This design comes from an exercise in tuning for small area, a short achievable clock period and few clock cycles per item on the open sky130 flow, not from production work. Function was checked by simulation only, so behaviour that the tests miss may differ from the original.

## sliding_window_mean_stddev
module sliding_window_mean_stddev (
    input  wire logic                               clk,
    input  wire logic                               rst_n,
    input  wire logic                               sample_valid,
    output logic                                    sample_stall,
    input  wire logic signed [swms_pkg::SAMPLE_W-1:0] sample,
    output logic                                    result_valid,
    input  wire logic                               result_stall,
    output logic signed [swms_pkg::SAMPLE_W-1:0]    mean,
    output logic        [swms_pkg::SAMPLE_W-1:0]    deviation,
    output logic                                    valid_res,
    input  wire logic                               cfg_valid,
    output logic                                    cfg_ready,
    input  wire logic   [swms_pkg::LEN_W-1:0]       window_length
);
==> flow/config.mk <==
export PLATFORM = sky130hd
export DESIGN_NAME = sliding_window_mean_stddev
export DESIGN_NICKNAME = sliding_window_mean_stddev
export VERILOG_FILES = /design/flow/design.v
export SDC_FILE = /design/flow/constraint.sdc
export NUM_CORES = 4
export LEC_CHECK = 0
export ABC_AREA = 1
export ABC_CLOCK_PERIOD_IN_PS = 5000
export CAP_MARGIN = 10
export CORE_MARGIN = 2
export CORE_UTILIZATION = 50
export CTS_CLUSTER_DIAMETER = 80
export CTS_CLUSTER_SIZE = 24
export SETUP_SLACK_MARGIN = 5
export SLEW_MARGIN = 10
==> flow/constraint.sdc <==
create_clock -name core_clock -period 11.0 [get_ports {clk}]
set_input_delay 2.2000 -clock core_clock [delete_from_list [all_inputs] [get_ports {clk}]]
set_output_delay 2.2000 -clock core_clock [all_outputs]
set_load 0.01 [all_outputs]
run.sh (not shown) runs the stock make flow with config.mk's settings and CLKGATE_MAP_FILE= SYNTH_SCRIPT=/design/flow/synth_recipe.tcl, a recipe that flattens the netlist after the stock synthesis.
Testbench counts at the start, summed over its fixed seeds: cycles 2,512, items 2,400.
Rerun with:
- CAP_MARGIN: 10 -> 0
- CORE_UTILIZATION: 50 -> 55
- SLEW_MARGIN: 10 -> 0
Area after synthesis stays the same.
Utilization is higher by 5.4 points.
Count of clock-buffer cells in the layout fell by 3.
Worst setup slack gets worse by 0.013 ns.
Via count hardly moves.
Final area goes down slightly.
Sequential share of layout area went up by 0.24 points.
Maximum frequency stays flat.
Non-clock buffer count falls by 1.
Routed wire length drops slightly.

---

sliding_window_mean_stddev again, from the RTL that the note above started with.
make LEC_CHECK=0 ABC_AREA=1 ABC_CLOCK_PERIOD_IN_PS=5000 CAP_MARGIN=20 CORE_MARGIN=2 CORE_UTILIZATION=55 CTS_CLUSTER_DIAMETER=80 CTS_CLUSTER_SIZE=24 SETUP_SLACK_MARGIN=5 SLEW_MARGIN=20 finish   # period 11.0 ns
The first run finished with timing, DRC and antenna clean.
Testbench counts at the start, summed over its fixed seeds: cycles 2,512, items 2,400.
==> next run, changes <==
Settings changed: ABC_AREA 1 to unset, CTS_CLUSTER_DIAMETER 80 to 60, CTS_CLUSTER_SIZE 24 to 30.
Result: The changed run finished clean; setup slack loses 0.27 ns; die area went up by a few percent; worst hold slack stays flat; first-iteration DRC count rises by roughly a tenth; sequential cell count stays the same; non-clock buffer count came out higher by 122; critical path depth grows by 17; synthesized cell count fell slightly.

---

sliding_window_mean_stddev, a different RTL version from the one above (not shown whole).
For scale: ~10000 cells after synthesis, about 3100 flip-flops, about 65 I/O pins.
make LEC_CHECK=0 ABC_CLOCK_PERIOD_IN_PS=5000 CAP_MARGIN=20 CORE_MARGIN=2 CORE_UTILIZATION=55 SETUP_SLACK_MARGIN=5 SLEW_MARGIN=20 finish   # period 11.0 ns
The starting point ran to the end with no violations.
Testbench counts at the start, summed over its fixed seeds: cycles 2,512, items 2,400.
Edit:
--- a/flow/config.mk
+++ b/flow/config.mk
@@ -11,0 +12 @@
+export CTS_BUF_LIST = sky130_fd_sc_hd__clkbuf_4 sky130_fd_sc_hd__clkbuf_8
What happened: The new run finished with timing, DRC and antenna clean; wire length climbs slightly; area after synthesis is unchanged; global-route usage is higher by 0.12 points; utilization is about the same; maximum frequency shrinks slightly; worst setup slack degrades by 32 ps; first-iteration DRC count went up by a few percent.

---

RTL: one of the versions met above, not the one the previous note started from.
Size in the first run: ~11,000 cells after synthesis, ~3,100 flip-flops, ~65 I/O pins, ~120,000 um^2 of cells after synthesis.
## sliding_window_mean_stddev
module sliding_window_mean_stddev (
    input  wire logic                               clk,
    input  wire logic                               rst_n,
    input  wire logic                               sample_valid,
    output logic                                    sample_stall,
    input  wire logic signed [swms_pkg::SAMPLE_W-1:0] sample,
    output logic                                    result_valid,
    input  wire logic                               result_stall,
    output logic signed [swms_pkg::SAMPLE_W-1:0]    mean,
    output logic        [swms_pkg::SAMPLE_W-1:0]    deviation,
    output logic                                    valid_res,
    input  wire logic                               cfg_valid,
    output logic                                    cfg_ready,
    input  wire logic   [swms_pkg::LEN_W-1:0]       window_length
);
    localparam int WINDOW_RESET = swms_pkg::WINDOW_RESET;
    localparam int NS = 22;                        
    localparam logic [NS-1:0] CUT = (22'd1 << 2) | (22'd1 << 5) | (22'd1 << 8) |
                                    (22'd1 << 10) | (22'd1 << 12) | (22'd1 << 14) |
                                    (22'd1 << 16) | (22'd1 << 18) | (22'd1 << 20);
    localparam logic [NS-1:0] MEAN_AT = (22'd1 << 0) | (22'd1 << 1) | (22'd1 << 3) |
                                        (22'd1 << 4) | (22'd1 << 6) | (22'd1 << 7) |
                                        (22'd1 << 9) | (22'd1 << 10) | (22'd1 << 11) |
                                        (22'd1 << 12) | (22'd1 << 13) | (22'd1 << 14) |
                                        (22'd1 << 15) | (22'd1 << 16) | (22'd1 << 17);
    logic [7:0]  n_reg;           
    logic [7:0]  fill_reg;        
    logic [6:0]  c_reg;           
    logic        en;              
    logic        busy;            
    logic        in_xfer, cfg_xfer, aligned;
    logic [7:0]  len_clamped;
    logic [6:0]  nm1;
    assign nm1 = 7'(n_reg - 8'd1);
    always_comb
    begin
        if (window_length == 8'd0)
            len_clamped = 8'd1;
        else if (window_length > 8'd128)
            len_clamped = 8'd128;
        else
  ...
export LEC_CHECK = 0
export ABC_CLOCK_PERIOD_IN_PS = 5000
export CAP_MARGIN = 20
export CORE_MARGIN = 2
export CORE_UTILIZATION = 68
export CTS_CLUSTER_DIAMETER = 80
export CTS_CLUSTER_SIZE = 24
export SETUP_SLACK_MARGIN = 5
export SLEW_MARGIN = 20
create_clock -name core_clock -period 11.0 [get_ports {clk}]
Testbench counts at the start, summed over its fixed seeds: cycles 2,512, items 2,400.
Rerun with:
- ABC_AREA: not set -> 1
- CAP_MARGIN: 20 -> 10
- CORE_UTILIZATION: 68 -> 55
- SLEW_MARGIN: 20 -> 10
- The new run ran to the end with no violations
- routed wire length fell by 12%
- final cell count came out higher by about 5.5%
- cell area went down by about 3%
Rerun with:
- ABC_AREA: 1 -> not set
- CAP_MARGIN: 10 -> 20
- SLEW_MARGIN: 10 -> 20
Effect: The changed run passed the timing, design-rule and antenna checks; wire length is higher by 2.3%; non-clock buffer count is higher by 134; area after synthesis is higher by 2.9%; count of clock-buffer cells in the layout is lower by 2; cell count is lower by 0.68%; flip-flop and latch count is unchanged; maximum frequency is lower by 3.8%.
Rerun with:
- ABC_AREA: not set -> 1
- CTS_CLUSTER_DIAMETER: 80 -> 70
- CTS_CLUSTER_SIZE: 24 -> 28
Final cell count increases by 0.78%; worst setup slack gains 0.30 ns; sequential cell count does not change; wire length decreases by 2.3%.

afterwards: timing with drivers on the ports:
Ports are ideal in the flow. The routed layouts listed here were re-timed in OpenROAD. Step 1 (the two cells are an assumption about what drives the block):
set clk [get_ports {clk}]
set_driving_cell -lib_cell sky130_fd_sc_hd__clkbuf_16 $clk
set_driving_cell -lib_cell sky130_fd_sc_hd__buf_2 [delete_from_list [all_inputs] $clk]
Step 2 also shifts input and output timing later by t, the mid clock arrival at the registers, as if the neighbouring blocks saw the same clock. Three values: ideal, step 1, step 2; two values: the first two.
run | shift t [ns] | slack for setup (ns) | latest minus earliest clock arrival (ns) | worst slew at a driven data input, ns | pins driven straight from the clock port
the first run of note 1 | 0.941 | 5.234 / 5.234 / 5.015 | 0.071 / 0.071 | 0.12 | 1
the second run of note 1 | 0.939 | 5.222 / 5.201 / 4.785 | 0.102 / 0.101 | 0.12 | 1
the first run of note 2 | 0.941 | 5.253 / 5.233 / 4.809 | 0.075 / 0.075 | 0.12 | 1
the second run of note 2 | 0.938 | 4.984 / 4.984 / 4.984 | 0.093 / 0.093 | 0.12 | 1
the first run of note 3 | 1.000 | 5.106 / 5.082 / 5.037 | 0.132 / 0.133 | 0.09 | 1
the second run of note 3 | 1.163 | 5.074 / 5.074 / 4.983 | 0.206 / 0.206 | 0.10 | 1
the first run of note 4 | 0.943 | 4.881 / 4.881 / 4.881 | 0.097 / 0.097 | 0.30 | 1
the second run of note 4 | 0.939 | 5.222 / 5.201 / 4.785 | 0.102 / 0.101 | 0.12 | 1
the third run of note 4 | 0.939 | 4.992 / 4.992 / 4.992 | 0.084 / 0.083 | 0.13 | 1
the fourth run of note 4 | 0.936 | 5.289 / 5.289 / 4.933 | 0.077 / 0.077 | 0.12 | 1
After both steps setup and hold are still met in every run listed. The setup slack of the first run of note 2, which loses most, moves by -0.020 ns with the drivers and by -0.444 ns with both steps.
